What follows belongs to an exercise in optimizing a design on an open flow for small area, a short achievable clock period and few clock cycles per item; a production flow would make more cautious choices.
No run shown here included a check of the RTL's function; only the layout flow was run.
No activity file was given, so power comes from the tool's default toggle rates.

## config.mk

```make
export PLATFORM = sky130hd
export DESIGN_NAME = angle_to_cursor_calibrated_mapper_top
export DESIGN_NICKNAME = angle_to_cursor_calibrated_mapper_top
export VERILOG_FILES = /design/flow/design.v
export SDC_FILE = /design/flow/constraint.sdc
export NUM_CORES = 4
export LEC_CHECK = 0
export CAP_MARGIN = 20
export CORE_MARGIN = 2
export CORE_UTILIZATION = 40
export SETUP_SLACK_MARGIN = 4
export SLEW_MARGIN = 20
export SYNTH_HIERARCHICAL = 1
```

## constraint.sdc

```tcl
create_clock -name core_clock -period 7.5 [get_ports {clock}]
set_input_delay 1.5000 -clock core_clock [delete_from_list [all_inputs] [get_ports {clock}]]
set_output_delay 1.5000 -clock core_clock [all_outputs]
set_load 0.01 [all_outputs]
```

## design.v

```verilog
`timescale 1ns / 1ps
package acm_pkg;
   localparam int SPAN_X_RESET = 1820;
   localparam int SPAN_Y_RESET = 980;
   localparam int MARGIN_RESET = 50;
   function automatic logic [24:0] div_step(input logic [24:0] w, input logic [8:0] d);
      logic [9:0] x, y, g, p, gg, pp, g2, p2, c, t;
      logic ge;
      x = w[24:15];
      y = ~{1'b0, d};
      g = x & y;
      p = x ^ y;
      gg = g;
      pp = p;
      for (int s = 1; s < 10; s = s * 2) begin
         g2 = gg;
         p2 = pp;
         for (int i = 0; i < 10; i++) begin
            if (i >= s) begin
               g2[i] = gg[i] | (pp[i] & gg[i-s]);
               p2[i] = pp[i] & pp[i-s];
            end
         end
         gg = g2;
         pp = p2;
      end
      c[0] = 1'b1;
      for (int i = 1; i < 10; i++) c[i] = gg[i-1] | pp[i-1];
      ge = gg[9] | pp[9];
      t  = p ^ c;
      if (ge) div_step = {t[8:0], w[14:0], 1'b1};
      else    div_step = {x[8:0], w[14:0], 1'b0};
   endfunction
   function automatic logic [45:0] csa(input logic [22:0] x, input logic [22:0] y,
                                       input logic [22:0] z);
      logic [22:0] s, c;
      s = x ^ y ^ z;
      c = ((x & y) | (x & z) | (y & z)) << 1;
      csa = {s, c};
   endfunction
   function automatic logic [45:0] mul_cs(input logic [13:0] span, input logic [8:0] mag);
      logic [22:0] r0, r1, r2, r3, r4, r5, r6, r7, r8;
      logic [22:0] a0, a1, a2, a3, a4, a5, b0, b1, b2, b3, c0, c1;
      r0 = mag[0] ? (23'(span) << 0) : 23'd0;
      r1 = mag[1] ? (23'(span) << 1) : 23'd0;
      r2 = mag[2] ? (23'(span) << 2) : 23'd0;
      r3 = mag[3] ? (23'(span) << 3) : 23'd0;
      r4 = mag[4] ? (23'(span) << 4) : 23'd0;
      r5 = mag[5] ? (23'(span) << 5) : 23'd0;
      r6 = mag[6] ? (23'(span) << 6) : 23'd0;
      r7 = mag[7] ? (23'(span) << 7) : 23'd0;
      r8 = mag[8] ? (23'(span) << 8) : 23'd0;
      {a0, a1} = csa(r0, r1, r2);
      {a2, a3} = csa(r3, r4, r5);
      {a4, a5} = csa(r6, r7, r8);
      {b0, b1} = csa(a0, a1, a2);
      {b2, b3} = csa(a3, a4, a5);
      {c0, c1} = csa(b0, b1, b2);
      mul_cs = csa(c0, c1, b3);
   endfunction
   function automatic logic [8:0] half_turn(input logic [8:0] v);
      if (v < 9'd180) half_turn = v + 9'd180;
      else            half_turn = v - 9'd180;
   endfunction
endpackage
`timescale 1ns / 1ps
module acm_front (
   input  logic        clock,
   input  logic        reset,
   input  logic        adv,
   input  logic        req_valid,
   input  logic [23:0] req_data,
   input  logic [2:0]  req_kind,
   output logic        o_v,
   output logic        o_pv,
   output logic        o_sx,
   output logic        o_sy,
   output logic [1:0]  o_la,
   output logic [1:0]  o_ra,
   output logic [8:0]  o_dx,
   output logic [8:0]  o_dy,
   output logic [8:0]  o_ex,
   output logic [8:0]  o_ey
);
   logic        vr_ff;
   logic [23:0] dr_ff;
   logic [2:0]  kr_ff;
   always_ff @(posedge clock) begin
      if (reset) vr_ff <= 1'b0;
      else if (adv) vr_ff <= req_valid;
      if (adv) begin
         dr_ff <= req_data;
         kr_ff <= req_kind;
      end
   end
   logic       v0_ff;
   logic       st0_ff, isa0_ff, isb0_ff, ism0_ff;    
   logic [8:0] y0_ff, p0_ff;
   logic       lb0_ff, rb0_ff;
   logic signed [10:0] lo0_ff, hi0_ff, lo1_ff, hi1_ff;
   logic signed [10:0] yq;
   logic               ylo;
   assign yq  = $signed({2'b00, dr_ff[8:0]});
   assign ylo = (dr_ff[8:0] < 9'd180);
   always_ff @(posedge clock) begin
      if (reset) v0_ff <= 1'b0;
      else if (adv) v0_ff <= vr_ff;
      if (adv) begin
         lo0_ff <= yq - 11'sd181;
         hi0_ff <= yq + 11'sd181;
         lo1_ff <= ylo ? yq - 11'sd1 : yq - 11'sd361;
         hi1_ff <= ylo ? yq + 11'sd361 : yq + 11'sd1;
         st0_ff  <= (kr_ff == 3'd0);
         isa0_ff <= (kr_ff == 3'd1);
         isb0_ff <= (kr_ff == 3'd2);
         ism0_ff <= (kr_ff == 3'd3);
         y0_ff  <= dr_ff[8:0];
         p0_ff  <= dr_ff[17:9];
         lb0_ff <= dr_ff[18];
         rb0_ff <= dr_ff[19];
      end
   end
   logic [8:0] a_ff, b_ff, ap_ff, bp_ff;
   logic       ka_ff, kb_ff, sh_ff, pl_ff, pr_ff;
   logic       v1_ff, isa1_ff, isb1_ff, ism1_ff;
   logic [8:0] t1_ff, p1_ff;
   logic [1:0] la1_ff, ra1_ff;
   logic is_a, is_b, is_m, upd;
   logic [8:0] t, a_n, b_n;
   logic wrap;
   always_comb begin
      is_a = isa0_ff;
      is_b = isb0_ff;
      is_m = ism0_ff;
      upd  = adv && v0_ff;
   end
   acm_rec u_rec (
      .y      (y0_ff),
      .lo0    (lo0_ff),
      .hi0    (hi0_ff),
      .lo1    (lo1_ff),
      .hi1    (hi1_ff),
      .a      (a_ff),
      .b      (b_ff),
      .sh     (sh_ff),
      .is_a   (is_a),
      .is_b   (is_b),
      .ka     (ka_ff),
      .kb     (kb_ff),
      .t      (t),
      .a_n    (a_n),
      .b_n    (b_n),
      .wrap   (wrap)
   );
   always_ff @(posedge clock) begin
      if (reset) begin
         ka_ff <= 1'b0;
         kb_ff <= 1'b0;
         sh_ff <= 1'b0;
         pl_ff <= 1'b0;
         pr_ff <= 1'b0;
         v1_ff <= 1'b0;
      end else if (adv) begin
         v1_ff <= v0_ff;
         if (v0_ff) begin
            if (st0_ff) begin
               ka_ff <= 1'b0;
               kb_ff <= 1'b0;
               sh_ff <= 1'b0;
            end
            if (is_a) ka_ff <= 1'b1;
            if (is_b) kb_ff <= 1'b1;
            if (is_a || is_b) sh_ff <= wrap;
            if (is_m) begin
               pl_ff <= lb0_ff;
               pr_ff <= rb0_ff;
            end
         end
      end
      if (upd && (is_a || is_b)) begin
         a_ff <= a_n;
         b_ff <= b_n;
      end
      if (upd && is_a) ap_ff <= p0_ff;
      if (upd && is_b) bp_ff <= p0_ff;
      if (adv) begin
         isa1_ff <= is_a;
         isb1_ff <= is_b;
         ism1_ff <= is_m;
         t1_ff   <= t;
         p1_ff   <= p0_ff;
         la1_ff  <= is_m ? {!lb0_ff && pl_ff, lb0_ff && !pl_ff} : 2'd0;
         ra1_ff  <= is_m ? {!rb0_ff && pr_ff, rb0_ff && !pr_ff} : 2'd0;
      end
   end
   logic       v2_ff, pv2_ff, sx2_ff, sy2_ff;
   logic [1:0] la2_ff, ra2_ff;
   logic [8:0] dx2_ff, dy2_ff, ex2_ff, ey2_ff;
   logic       pv, sx, sy;
   logic [8:0] adx, ady, aex, aey;
   acm_delta u_delta (
      .a     (a_ff),
      .b     (b_ff),
      .ap    (ap_ff),
      .bp    (bp_ff),
      .t     (t1_ff),
      .p     (p1_ff),
      .is_a  (isa1_ff),
      .is_b  (isb1_ff),
      .calc  (isa1_ff || isb1_ff || ism1_ff),
      .known (ka_ff && kb_ff),
      .pv    (pv),
      .sx    (sx),
      .sy    (sy),
      .adx   (adx),
      .ady   (ady),
      .aex   (aex),
      .aey   (aey)
   );
   always_ff @(posedge clock) begin
      if (reset) v2_ff <= 1'b0;
      else if (adv) v2_ff <= v1_ff;
      if (adv) begin
         pv2_ff <= pv;
         sx2_ff <= sx;
         sy2_ff <= sy;
         la2_ff <= la1_ff;
         ra2_ff <= ra1_ff;
         dx2_ff <= adx;
         dy2_ff <= ady;
         ex2_ff <= aex;
         ey2_ff <= aey;
      end
   end
   assign o_v  = v2_ff;
   assign o_pv = pv2_ff;
   assign o_sx = sx2_ff;
   assign o_sy = sy2_ff;
   assign o_la = la2_ff;
   assign o_ra = ra2_ff;
   assign o_dx = dx2_ff;
   assign o_dy = dy2_ff;
   assign o_ex = ex2_ff;
   assign o_ey = ey2_ff;
endmodule
module acm_rec (
   input  logic [8:0]         y,
   input  logic signed [10:0] lo0,
   input  logic signed [10:0] hi0,
   input  logic signed [10:0] lo1,
   input  logic signed [10:0] hi1,
   input  logic [8:0]         a,
   input  logic [8:0]         b,
   input  logic               sh,
   input  logic               is_a,
   input  logic               is_b,
   input  logic               ka,
   input  logic               kb,
   output logic [8:0]         t,        
   output logic [8:0]         a_n,      
   output logic [8:0]         b_n,
   output logic               wrap
);
   logic [8:0] hy, hhy, ht, ha, hb;
   logic signed [10:0] as, bs;
   logic far_a, far_b;
   always_comb begin
      hy    = acm_pkg::half_turn(y);
      hhy   = (y >= 9'd360) ? y - 9'd360 : y;
      t     = sh ? hy : y;
      ht    = sh ? hhy : hy;
      ha    = acm_pkg::half_turn(a);
      hb    = acm_pkg::half_turn(b);
      as    = $signed({2'b00, a});
      bs    = $signed({2'b00, b});
      far_a = sh ? ((lo1 >= as) || (hi1 <= as)) : ((lo0 >= as) || (hi0 <= as));
      far_b = sh ? ((lo1 >= bs) || (hi1 <= bs)) : ((lo0 >= bs) || (hi0 <= bs));
      wrap  = is_a ? (far_b && kb) : (far_a && ka);
      if (is_a) begin
         a_n = wrap ? ht : t;
         b_n = wrap ? hb : b;
      end else begin
         a_n = wrap ? ha : a;
         b_n = wrap ? ht : t;
      end
   end
endmodule
module acm_delta (
   input  logic [8:0] a,
   input  logic [8:0] b,
   input  logic [8:0] ap,
   input  logic [8:0] bp,
   input  logic [8:0] t,
   input  logic [8:0] p,
   input  logic       is_a,
   input  logic       is_b,
   input  logic       calc,
   input  logic       known,
   output logic       pv,
   output logic       sx,
   output logic       sy,
   output logic [8:0] adx,
   output logic [8:0] ady,
   output logic [8:0] aex,
   output logic [8:0] aey
);
   logic [9:0] ex_p, ex_n, dx_p, dx_n, ey_p, ey_n, dy_p, dy_n;
   logic exneg, eyneg, dxneg, dyneg;
   always_comb begin
      ex_p = {1'b0, b} - {1'b0, a};
      ex_n = {1'b0, a} - {1'b0, b};
      dx_p = {1'b0, t} - {1'b0, a};
      dx_n = {1'b0, a} - {1'b0, t};
      ey_p = {bp[8], bp} - {ap[8], ap};
      ey_n = {ap[8], ap} - {bp[8], bp};
      dy_p = {p[8], p} - {ap[8], ap};
      dy_n = {ap[8], ap} - {p[8], p};
      exneg = ex_p[9];
      eyneg = ey_p[9];
      aex = exneg ? ex_n[8:0] : ex_p[8:0];
      aey = eyneg ? ey_n[8:0] : ey_p[8:0];
      if (is_a) begin
         dxneg = 1'b0;
         adx   = 9'd0;
      end else if (is_b) begin
         dxneg = exneg;
         adx   = aex;
      end else begin
         dxneg = dx_p[9];
         adx   = dx_p[9] ? dx_n[8:0] : dx_p[8:0];
      end
      dyneg = dy_p[9];
      ady   = dy_p[9] ? dy_n[8:0] : dy_p[8:0];
      pv = calc && known && (ex_p != 10'd0) && (ey_p != 10'd0);
      sx = dxneg ^ exneg;
      sy = dyneg ^ eyneg;
   end
endmodule
`timescale 1ns / 1ps
module acm_queue (
   input  logic        clock,
   input  logic        reset,
   input  logic        push,
   input  logic [36:0] push_rsp,
   input  logic        rsp_ready,
   output logic        rsp_valid,
   output logic [36:0] rsp,
   output logic        adv
);
   logic        hv_ff, sv_ff, adv_ff;
   logic [36:0] head_ff, skid_ff;
   logic        pop, load_head;
   logic [1:0]  cnt_next;
   assign pop       = hv_ff && rsp_ready;
   assign load_head = pop || !hv_ff;
   assign cnt_next  = 2'(hv_ff) + 2'(sv_ff) + 2'(push) - 2'(pop);
   always_ff @(posedge clock) begin
      if (reset) begin
         hv_ff  <= 1'b0;
         sv_ff  <= 1'b0;
         adv_ff <= 1'b1;
      end else begin
         hv_ff  <= load_head ? (sv_ff || push) : 1'b1;
         sv_ff  <= load_head ? (sv_ff && push) : (sv_ff || push);
         adv_ff <= (cnt_next <= 2'd1);
      end
      if (load_head) head_ff <= sv_ff ? skid_ff : push_rsp;
      if (push && (sv_ff || !load_head)) skid_ff <= push_rsp;
   end
   assign rsp_valid = hv_ff;
   assign rsp       = head_ff;
   assign adv       = adv_ff;
endmodule
`timescale 1ns / 1ps
module acm_back (
   input  logic        clock,
   input  logic        reset,
   input  logic        adv,
   input  logic        i_v,
   input  logic        i_pv,
   input  logic        i_sx,
   input  logic        i_sy,
   input  logic [1:0]  i_la,
   input  logic [1:0]  i_ra,
   input  logic [8:0]  i_dx,
   input  logic [8:0]  i_dy,
   input  logic [8:0]  i_ex,
   input  logic [8:0]  i_ey,
   input  logic [13:0] span_x,
   input  logic [13:0] span_y,
   input  logic [11:0] margin_x,
   input  logic [11:0] margin_y,
   output logic        o_v,
   output logic [36:0] o_rsp       
);
   localparam int NST = 8;
   logic        vc_ff, pvc_ff, sxc_ff, syc_ff;
   logic [1:0]  lac_ff, rac_ff;
   logic [22:0] sxs_ff, sxc2_ff, sys_ff, syc2_ff;
   logic [8:0]  exc_ff, eyc_ff;
   logic [45:0] mx_cs, my_cs;
   acm_mul u_mul_x (.span(span_x), .mag(i_dx), .cs(mx_cs));
   acm_mul u_mul_y (.span(span_y), .mag(i_dy), .cs(my_cs));
   always_ff @(posedge clock) begin
      if (reset) vc_ff <= 1'b0;
      else if (adv) vc_ff <= i_v;
      if (adv) begin
         pvc_ff <= i_pv;
         sxc_ff <= i_sx;
         syc_ff <= i_sy;
         lac_ff <= i_la;
         rac_ff <= i_ra;
         {sxs_ff, sxc2_ff} <= mx_cs;
         {sys_ff, syc2_ff} <= my_cs;
         exc_ff <= i_ex;
         eyc_ff <= i_ey;
      end
   end
   logic        vm_ff, pvm_ff, sxm_ff, sym_ff;
   logic [1:0]  lam_ff, ram_ff;
   logic [22:0] nxm_ff, nym_ff;
   logic [8:0]  exm_ff, eym_ff;
   logic [22:0] nx, ny;
   assign nx = sxs_ff + sxc2_ff;
   assign ny = sys_ff + syc2_ff;
   always_ff @(posedge clock) begin
      if (reset) vm_ff <= 1'b0;
      else if (adv) vm_ff <= vc_ff;
      if (adv) begin
         pvm_ff <= pvc_ff;
         sxm_ff <= sxc_ff;
         sym_ff <= syc_ff;
         lam_ff <= lac_ff;
         ram_ff <= rac_ff;
         nxm_ff <= nx;
         nym_ff <= ny;
         exm_ff <= exc_ff;
         eym_ff <= eyc_ff;
      end
   end
   logic        v_ff  [NST];
   logic        pv_ff [NST];
   logic        sx_ff [NST];
   logic        sy_ff [NST];
   logic [1:0]  la_ff [NST];
   logic [1:0]  ra_ff [NST];
   logic [24:0] wx_ff [NST];
   logic [24:0] wy_ff [NST];
   logic [8:0]  ex_ff [NST];
   logic [8:0]  ey_ff [NST];
   logic [24:0] wx_n [NST];
   logic [24:0] wy_n [NST];
   logic ovx, ovy;
   assign ovx = ({2'b00, nxm_ff[22:16]} >= exm_ff);
   assign ovy = ({2'b00, nym_ff[22:16]} >= eym_ff);
   acm_div4 u_div_x0 (.w({2'b00, nxm_ff}), .d(exm_ff), .w_out(wx_n[0]));
   acm_div4 u_div_y0 (.w({2'b00, nym_ff}), .d(eym_ff), .w_out(wy_n[0]));
   always_ff @(posedge clock) begin
      if (reset) v_ff[0] <= 1'b0;
      else if (adv) v_ff[0] <= vm_ff;
      if (adv) begin
         pv_ff[0] <= pvm_ff;
         sx_ff[0] <= sxm_ff;
         sy_ff[0] <= sym_ff;
         la_ff[0] <= lam_ff;
         ra_ff[0] <= ram_ff;
         wx_ff[0] <= wx_n[0] | {23'd0, ovx, ovx};
         wy_ff[0] <= wy_n[0] | {23'd0, ovy, ovy};
         ex_ff[0] <= ovx ? 9'd0 : exm_ff;
         ey_ff[0] <= ovy ? 9'd0 : eym_ff;
      end
   end
   for (genvar s = 1; s < NST; s++) begin : g_div
      acm_div4 u_div_x (.w(wx_ff[s-1]), .d(ex_ff[s-1]), .w_out(wx_n[s]));
      acm_div4 u_div_y (.w(wy_ff[s-1]), .d(ey_ff[s-1]), .w_out(wy_n[s]));
      always_ff @(posedge clock) begin
         if (reset) v_ff[s] <= 1'b0;
         else if (adv) v_ff[s] <= v_ff[s-1];
         if (adv) begin
            pv_ff[s] <= pv_ff[s-1];
            sx_ff[s] <= sx_ff[s-1];
            sy_ff[s] <= sy_ff[s-1];
            la_ff[s] <= la_ff[s-1];
            ra_ff[s] <= ra_ff[s-1];
            wx_ff[s] <= wx_n[s];
            wy_ff[s] <= wy_n[s];
            ex_ff[s] <= ex_ff[s-1];
            ey_ff[s] <= ey_ff[s-1];
         end
      end
   end
   logic pv_l;
   logic [15:0] px, py;
   acm_place u_place_x (.q(wx_ff[NST-1][15:0]), .neg(sx_ff[NST-1]), .m(margin_x), .p(px));
   acm_place u_place_y (.q(wy_ff[NST-1][15:0]), .neg(sy_ff[NST-1]), .m(margin_y), .p(py));
   logic        fv_ff;
   logic [36:0] frsp_ff;
   assign pv_l = pv_ff[NST-1];
   always_ff @(posedge clock) begin
      if (reset) fv_ff <= 1'b0;
      else if (adv) fv_ff <= v_ff[NST-1];
      if (adv) frsp_ff <= {pv_l, ra_ff[NST-1], la_ff[NST-1], pv_l ? py : 16'd0, pv_l ? px : 16'd0};
   end
   assign o_v   = fv_ff;
   assign o_rsp = frsp_ff;
endmodule
module acm_mul (
   input  logic [13:0] span,
   input  logic [8:0]  mag,
   output logic [45:0] cs
);
   assign cs = acm_pkg::mul_cs(span, mag);
endmodule
module acm_div4 (
   input  logic [24:0] w,
   input  logic [8:0]  d,
   output logic [24:0] w_out
);
   logic [11:0] x, nd1, nd2, cs_s, cs_c, u1, u2, u3;
   logic [8:0]  r;
   logic [1:0]  q;
   always_comb begin
      x    = {1'b0, w[24:14]};
      nd1  = ~{3'b000, d};
      nd2  = ~{2'b00, d, 1'b0};
      cs_s = x ^ nd1 ^ nd2;
      cs_c = {(x[10:0] & nd1[10:0]) | (x[10:0] & nd2[10:0]) | (nd1[10:0] & nd2[10:0]), 1'b0};
      u1   = x + nd1 + 12'd1;
      u2   = x + nd2 + 12'd1;
      u3   = cs_s + cs_c + 12'd2;
      if (!u3[11])      begin q = 2'd3; r = u3[8:0]; end
      else if (!u2[11]) begin q = 2'd2; r = u2[8:0]; end
      else if (!u1[11]) begin q = 2'd1; r = u1[8:0]; end
      else              begin q = 2'd0; r = x[8:0];  end
      w_out = {r, w[13:0], q};
   end
endmodule
module acm_place (
   input  logic [15:0] q,
   input  logic        neg,
   input  logic [11:0] m,
   output logic [15:0] p
);
   logic [17:0] s;
   always_comb begin
      if (!neg) begin
         s = {2'b00, q} + {6'd0, m};
         p = (s > 18'd32767) ? 16'h7fff : s[15:0];
      end else begin
         s = {6'd0, m} - {2'b00, q};
         p = ($signed(s) < -18'sd32768) ? 16'h8000 : s[15:0];
      end
   end
endmodule
`timescale 1ns / 1ps
module angle_to_cursor_calibrated_mapper_top (
   input  logic        clock,
   input  logic        reset,
   input  logic        req_tvalid,
   output logic        req_tready,
   input  logic [23:0] req_tdata,    
   input  logic [2:0]  req_tuser,    
   output logic        rsp_tvalid,
   input  logic        rsp_tready,
   output logic [39:0] rsp_tdata,    
   output logic [0:0]  rsp_tuser,    
   input  logic        csr_we,
   input  logic [1:0]  csr_index,
   input  logic [13:0] csr_wdata
);
   logic [13:0] span_x_ff, span_y_ff;
   logic [11:0] margin_x_ff, margin_y_ff;
   always_ff @(posedge clock) begin
      if (reset) begin
         span_x_ff   <= 14'(acm_pkg::SPAN_X_RESET);
         span_y_ff   <= 14'(acm_pkg::SPAN_Y_RESET);
         margin_x_ff <= 12'(acm_pkg::MARGIN_RESET);
         margin_y_ff <= 12'(acm_pkg::MARGIN_RESET);
      end else if (csr_we) begin
         case (csr_index)
            2'd0: span_x_ff   <= csr_wdata;
            2'd1: span_y_ff   <= csr_wdata;
            2'd2: margin_x_ff <= csr_wdata[11:0];
            default: margin_y_ff <= csr_wdata[11:0];
         endcase
      end
   end
   logic        adv;
   logic        f_v, f_pv, f_sx, f_sy;
   logic [1:0]  f_la, f_ra;
   logic [8:0]  f_dx, f_dy, f_ex, f_ey;
   logic        b_v;
   logic [36:0] b_rsp, q_rsp;
   acm_front u_front (
      .clock     (clock),
      .reset     (reset),
      .adv       (adv),
      .req_valid (req_tvalid),
      .req_data  (req_tdata),
      .req_kind  (req_tuser),
      .o_v       (f_v),
      .o_pv      (f_pv),
      .o_sx      (f_sx),
      .o_sy      (f_sy),
      .o_la      (f_la),
      .o_ra      (f_ra),
      .o_dx      (f_dx),
      .o_dy      (f_dy),
      .o_ex      (f_ex),
      .o_ey      (f_ey)
   );
   acm_back u_back (
      .clock    (clock),
      .reset    (reset),
      .adv      (adv),
      .i_v      (f_v),
      .i_pv     (f_pv),
      .i_sx     (f_sx),
      .i_sy     (f_sy),
      .i_la     (f_la),
      .i_ra     (f_ra),
      .i_dx     (f_dx),
      .i_dy     (f_dy),
      .i_ex     (f_ex),
      .i_ey     (f_ey),
      .span_x   (span_x_ff),
      .span_y   (span_y_ff),
      .margin_x (margin_x_ff),
      .margin_y (margin_y_ff),
      .o_v      (b_v),
      .o_rsp    (b_rsp)
   );
   acm_queue u_queue (
      .clock     (clock),
      .reset     (reset),
      .push      (adv && b_v),
      .push_rsp  (b_rsp),
      .rsp_ready (rsp_tready),
      .rsp_valid (rsp_tvalid),
      .rsp       (q_rsp),
      .adv       (adv)
   );
   assign req_tready = adv;
   assign rsp_tdata  = {4'b0000, q_rsp[35:0]};
   assign rsp_tuser  = q_rsp[36];
endmodule
```

## run.sh

```bash
#!/bin/bash
# synth_recipe.tcl (not shown) runs the flow's synth.tcl, then flattens the netlist and writes it again
# the make line also repeats each setting of config.mk as NAME=value (left out here)
make -C /OpenROAD-flow-scripts/flow DESIGN_CONFIG=/design/flow/config.mk WORK_HOME=/design/flow/orfs CLKGATE_MAP_FILE= SYNTH_SCRIPT=/design/flow/synth_recipe.tcl finish
```

==> key figures, run 1 <==
Run status
  • Status: timing/DRC/antenna clean

Die
  • DIE HEIGHT: 464 um
  • Die ar.: around 220000 sq um
  • I/O pins: 91
  • Die Wd: 464 um
  • Core Box Area: 210000 sq um
  • Starting density of the core: 40.3%
  • Std-Cell Rows: 168

Clocking
  • CTS Buffer Depth: 3
  • CTS tree: yes
  • CTS buffer count: roughly 120
  • Root buf cell: clkbuf_16
  • Cts hold-fix bufs: 0
  • Clock-pin slew on the worst setup and hold paths: 60 ps
  • Clock Sinks: 1124
  • Clock latency (worst-skew pair): a little under 800 ps
  • H-tree depth: 3

Timing
  • Post-layout min period: 3490 ps
  • Fmax achieved: 287 MHz
  • Max-slew violations: 0
  • Worst Tran Pin Value: 1070 ps
  • Final Hold Fails: 0
  • Worst-case clock skew: roughly 46 ps
  • Tcrit/Tclk final: 46.5%
  • Post-route setup TNS: 0 ps
  • Rel. slew slack: 28.4%
  • RSZ-0062 raised after global routing: true
  • Setup violators final: 0

Setup path
  • Worst setup SP type: register
  • Crit-path cells: clkinvlp_4 > buf_4 > ha_1 > a211oi_1 > a21oi_4 > o2111a_2 > nor2_4 > inv_4 > o311ai_1 > a2111oi_2
  • Critical Path AT: 3930 ps
  • WS Path Type: reg2reg
  • CP max FO: 13
  • CP required: between 7000 and 8000 ps
  • Max stage delay cell, worst path: edfxtp_1
  • CP max stage delay: roughly 520 ps
  • Critical path endpoint category: register

Drt
  • Final ANT Viol Nets: 0
  • DRT iter0 DRCs: 3293
  • Drt drc: 0
  • Vias per inst: 5.27
  • WL/cell: 17.0 um
  • 1st-pass router iterations: 6
  • Routed Wire Length: 180 mm
  • Routed vias: approximately 56000

Logic synthesis
  • Synth warn: 37
  • Synth Area per Inst: 11.1 sq um
  • Post-Syn Instances: 7635
  • Post-synthesis cell area: 84600 sq um

Power and ir drop
  • Switching portion of total power: about two fifths
  • Power Internal: 0.0222 W
  • Clk pwr share: between 15 and 20%
  • Pleak: 40.2 nW
  • Logic gate share of total power: between 50% and 60%
  • Switching pwr: 0.0151 W
  • Worst vdd ir: 0.595 mV
  • Sequential power share: between 20% and 30%
  • Pwr dens: 401 nW/um^2

Finish
  • Final #Nets: 8971
  • Area Overhead vs Synth: 10.0%
  • Layout cells sized above 1: around a tenth
  • Non-filler cells, final: roughly 11000
  • Final Core Density: 44.3%

Global route
  • Initial antenna violation count: 2
  • First-pass GRT wire length: 292 mm
  • Vias in the first global route: roughly 56000
  • Largest net degree at the start of global routing: 162
  • GRT overflow: 0
  • GRT Total Usage: 16.3%

Worst hold path
  • Min-Delay Path Class: reg2reg

Place
  • Cell Count Post-Placement: a little over 10000
  • Detailed placement HPWL: 135 mm
  • Placer Congestion: 0.877
  • I/O Buffers: 82

Flow run
  • Max-Cap Viols: 0
==> path summary, 6_finish.rpt <==
kind	startpoint	end	slack, ps	cells after the start
max	u_front.a_ff[8]	u_front.a_ff[6]	4010	10
min	u_back.wx_ff[3][13]	u_back.wx_ff[4][15]	380	0
max reg2reg	u_front.a_ff[8]	u_front.a_ff[6]	4010	10
min reg2reg	u_back.wx_ff[3][13]	u_back.wx_ff[4][15]	380	0
==> flip-flops by register name (all words and copies together) (netlist names), 20 cells and up <==
register / count
u_back.nym_ff: 23
u_queue.head_ff: 37
u_back.syc2_ff: 23
u_back.nxm_ff: 23
u_back.wx_ff: 191
u_back.ey_ff: 63
u_back.sxc2_ff: 23
u_back.ex_ff: 63
u_front.dr_ff: 20
u_back.wy_ff: 191
u_back.frsp_ff: 37
u_back.sys_ff: 23
u_back.sxs_ff: 23
u_queue.skid_ff: 37
==> critical path: cells and delay by family, from the launching register on <==
| family | cells | cell delay [ps] |
|---|---|---|
| buffers and inverters | 3 | 670 |
| adder cells (fa/ha/maj) | 1 | 300 |
| AND/OR/NAND/NOR | 1 | 230 |
| flip-flops | 1 | 520 |
| AO/OA/AOI/OAI | 5 | 1460 |
==> through the flow <==
stage	hold WS, ps	power (W)	setup WS (ps)	instance area, sq um
2_1_floorplan	400	0.0259	-784	84800
3_3_place_gp	400	0.0289	3160	86500
3_5_place_dp	405	0.0294	3160	86500
4_1_cts	384	0.0363	3910	91600
5_1_grt	384	0.0405	3900	93100
6_report	380	0.0373	4010	93100
==> timing repair <==
item / 4_1_cts / 5_1_grt
pin swaps: 29 / 71
resized for setup: 62 / 94
setup buffers: 72 / 84
setup endpoints to repair: 224 / 208
cloned: 2 / 9
==> metal layers <==
| layer | share of wire [%] | track usage (%) | vias to the layer above |
|---|---|---|---|
| met2 | 49 | 28.1 | 942 |
| met4 | 2.7 | 4.32 | 0 |
| met5 | 0 | 0 | - |
| li1 | - | - | 27200 |
| met1 | 45 | 21.4 | 27200 |
| met3 | 3.2 | 1.97 | 278 |
==> power by group through the flow <==
stage / combinational [W] / clock (W) / sequential (W)
global route: 0.0235 / 0.00661 / 0.0104
global placement: 0.0186 / 0 / 0.0103
finish: 0.0209 / 0.00619 / 0.0102
CTS: 0.0197 / 0.00639 / 0.0102
floorplan: 0.0162 / 0 / 0.00979
detailed placement: 0.0190 / 0 / 0.0104
==> cell type report <==
cell class,instances,area [sq um]
diodes,2,5.00
clock buffers,144,3170
clock inverters,79,978
fillers,19300,117000
inverters,974,3660
multi-input cells,5177,46500
flip-flops and latches,1124,33000
well taps,2805,3510
repair buffers,259,2270
==> layout by cell type (no fill, tap or decap), drive strengths merged, types with 52 or more instances in the layout <==
cell type	n
edfxtp	1049
inv	978
ha	913
nand2	416
a21oi	383
fa	356
nor2	354
o21ai	239
and2	186
xnor2	184
buf	177
nor3	158
clkbuf	145
nand2b	141
o21a	131
mux2i	125
a211oi	123
a21o	118
nor2b	116
xor2	104
and3	82
clkdlybuf4s50	81
o31a	78
dfxtp	75
a2111oi	72
o31ai	65
a31oi	52
==> run 2: changes to the inputs <==
--- a/config.mk
+++ b/config.mk
@@ -8,6 +8,6 @@
 export CAP_MARGIN = 20
 export CORE_MARGIN = 2
 export CORE_UTILIZATION = 40
-export SETUP_SLACK_MARGIN = 4
+export SETUP_SLACK_MARGIN = 4.3
 export SLEW_MARGIN = 20
 export SYNTH_HIERARCHICAL = 1
==> key figures, run 2 <==
Finish
  • Layout cells sized above 1: just under 20%
  • Area Overhead vs Synth: 17.8%
  • Final #Nets: ~9300
  • Post-layout instance area: roughly 100000 sq um
  • Commonest non-fill, non-tap cell in the layout: edfxtp_1
  • Largest regs: u_back.wx_ff (191), u_back.wy_ff (191)
  • Most frequent cells in the layout: edfxtp_1, inv_1, ha_1
  • Number of fill cells: 18800
  • Final Core Density: 47.5%

Clocking
  • Clock Sinks: 1124
  • CTS buffer count: 119
  • CTS tree: yes
  • CTS Buffer Depth: 3
  • Clock-pin slew on the worst setup and hold paths: 60 ps
  • H-tree depth: 3
  • Clock latency (worst-skew pair): a little under 800 ps
  • Root buf cell: clkbuf_16

Worst hold path
  • Min-Delay Path Class: reg2reg
  • Min-Delay Path Depth: 0

Drt
  • Routed vias: 57200
  • 1st-pass router iterations: 6
  • Routed Wire Length: 191 mm
  • Final ANT Viol Nets: 0
  • Vias per inst: 5.27
  • DRT iter0 DRCs: 3479
  • Drt drc: 0
  • WL/cell: roughly 18 um

Timing
  • Tcrit/Tclk final: between 40% and 50%
  • Post-layout min period: 3350 ps
  • RSZ-0062 raised after global routing: true
  • Final Hold Fails: 0
  • Worst Tran Pin Value: around 1100 ps
  • Rel. slew slack: 25.7%
  • Worst-case clock skew: ~59 ps
  • Fmax achieved: 298 MHz
  • Max-slew violations: 0
  • Setup violators final: 0

Power and ir drop
  • Logic gate share of total power: 62.4%
  • Clk pwr share: 14.2%
  • Switching portion of total power: 40.7%
  • Pleak: 42.2 nW
  • Pwr dens: 429 nW/um^2
  • Worst vdd ir: 0.379 mV
  • Sequential power share: 23.4%
  • Switching pwr: 0.0174 W
  • Power Internal: 0.0254 W

Die
  • Die Wd: 464 um
  • Std-Cell Rows: 168
  • Starting density of the core: 40.3%
  • Core Box Area: around 210000 sq um
  • Die ar.: 215000 sq um
  • DIE HEIGHT: 464 um
  • I/O pins: 91

Global route
  • Largest net degree at the start of global routing: 160
  • GRT overflow: 0
  • Vias in the first global route: just under 60000
  • GRT Total Usage: 17.2%
  • First-pass GRT wire length: around 310 mm
  • Initial antenna violation count: 2

Setup path
  • WS Path Type: reg2reg
  • Critical path endpoint category: register
  • Crit-path cells: fa_1 > inv_2 > ha_4 > ha_4 > a21o_1 > a221oi_4 > a21oi_2 > xor2_2 > buf_6 > a21o_1 > or3b_4
  • CP required: 8020 ps
  • Reg2reg path depth: 11
  • CP max FO: 5
  • Critical Path AT: just under 4000 ps
  • CP max stage delay: 580 ps
  • Worst setup SP type: register
  • Max stage delay cell, worst path: fa_1

Logic synthesis
  • Post-Syn Instances: 7635
  • Synth warn: 37
  • Post-synthesis cell area: 84600 sq um
  • Synth Area per Inst: around 11 sq um

Place
  • Placer Congestion: 0.887
  • I/O Buffers: 82
  • Placed cell area: ~87000 sq um
  • Detailed placement HPWL: 135 mm

Run status
  • Status: timing/DRC/antenna clean

Flow run
  • Max-Cap Viols: 0
[run 2: power by group through the flow]
| stage | Combinational [W] | Clock [W] | Sequential (W) |
|---|---|---|---|
| after floorplan | 0.0163 | 0 | 0.00979 |
| after detailed placement | 0.0192 | 0 | 0.0104 |
| final | 0.0267 | 0.00608 | 0.0100 |
| after CTS | 0.0236 | 0.00626 | 0.0101 |
| after global placement | 0.0187 | 0 | 0.0103 |
| after global routing | 0.0293 | 0.00651 | 0.0102 |
[run 2: cell type report]
cell class                 count  area (sq um)  share of cell area [%]
clock buffer                 157          3260                    3.27
antenna                        2          5.00                 0.00502
sequential                  1124         33000                    33.1
inverter                     974          3660                    3.68
timing repair buffer         548          4940                    4.96
clock inverter                65           790                   0.792
multi-input combinational   5184         50500                    50.6
tap                         2805          3510                    3.52
[run 2: through the flow]
step                      setup TNS [ps]  setup WS [ps]  total power, W  hold slack [ps]  instances
after global placement                 0           3180          0.0290              401      10200
after floorplan                   -54940           -784          0.0261              400       7672
after detailed placement               0           3100          0.0295              405      10200
final                                  0           4150          0.0427              388      10900
after CTS                              0           4030          0.0399              389      10700
after global routing                   0           4030          0.0460              398      10900
[run 2: worst max-delay path: cells and delay by family, from the launching register on]
family          cells  cell delay [ps]
fa+ha+maj           3             1060
compound gates      4              790
simple gates        1              370
flops               1              540
buf+inv             2              190
xor+xnor            1              160
[run 2: layer usage]
| layer | track usage (%) | vias up | routed length, um |
|---|---|---|---|
| met5 | 0 | - | 0 |
| met4 | 4.61 | 0 | 4400 |
| met3 | 1.91 | 282 | 6040 |
| met2 | 30.0 | 1033 | 95700 |
| met1 | 22.6 | 28100 | 84700 |
| li1 | - | 27800 | - |
[run 2: path summary, 6_finish.rpt]
path | from | endpoint | slack (ps)
hold reg to reg | u_back.sy_ff[2] | u_back.sy_ff[3] | 390
setup / recovery | u_back.exm_ff[2] | u_back.wx_ff[0][0] | 4150
setup reg to reg | u_back.exm_ff[2] | u_back.wx_ff[0][0] | 4150
hold / removal | u_back.sy_ff[2] | u_back.sy_ff[3] | 390
[run 2: repair_timing]
action / CTS / global route
pin swaps: 195 / 307
setup endpoints to repair: 336 / 331
resized for setup: 428 / 418
gates cloned: 19 / 1
hold buffers: 0 / 0
setup buffers: 288 / 157

==> re-timing with driven ports <==
Ports are ideal in the flow. The routed layouts listed here were re-timed in OpenROAD. Step 1 assumes that a clkbuf_16 drives the clock port and a buf_2 every other input. Step 2 moves the port delays by t, midway between the first and last clock arrival at a register: inputs arrive t later, outputs are due t later. That takes back most of the time a late clock gives input paths. a / b / c = ideal ports / drivers / drivers and shift; a / b = the first two.
run | shift t [ns] | setup WS [ns] | worst hold slack (ns)
run 1 | 0.827 | 4.010 / 4.010 / 4.010 | 0.380 / 0.380 / 0.380
run 2 | 0.830 | 4.149 / 4.149 / 4.097 | 0.388 / 0.388 / 0.388
After both steps every run listed still meets setup and hold. The setup slack of run 2, which loses most, moves by 0.000 ns with the drivers and by -0.052 ns with both steps.
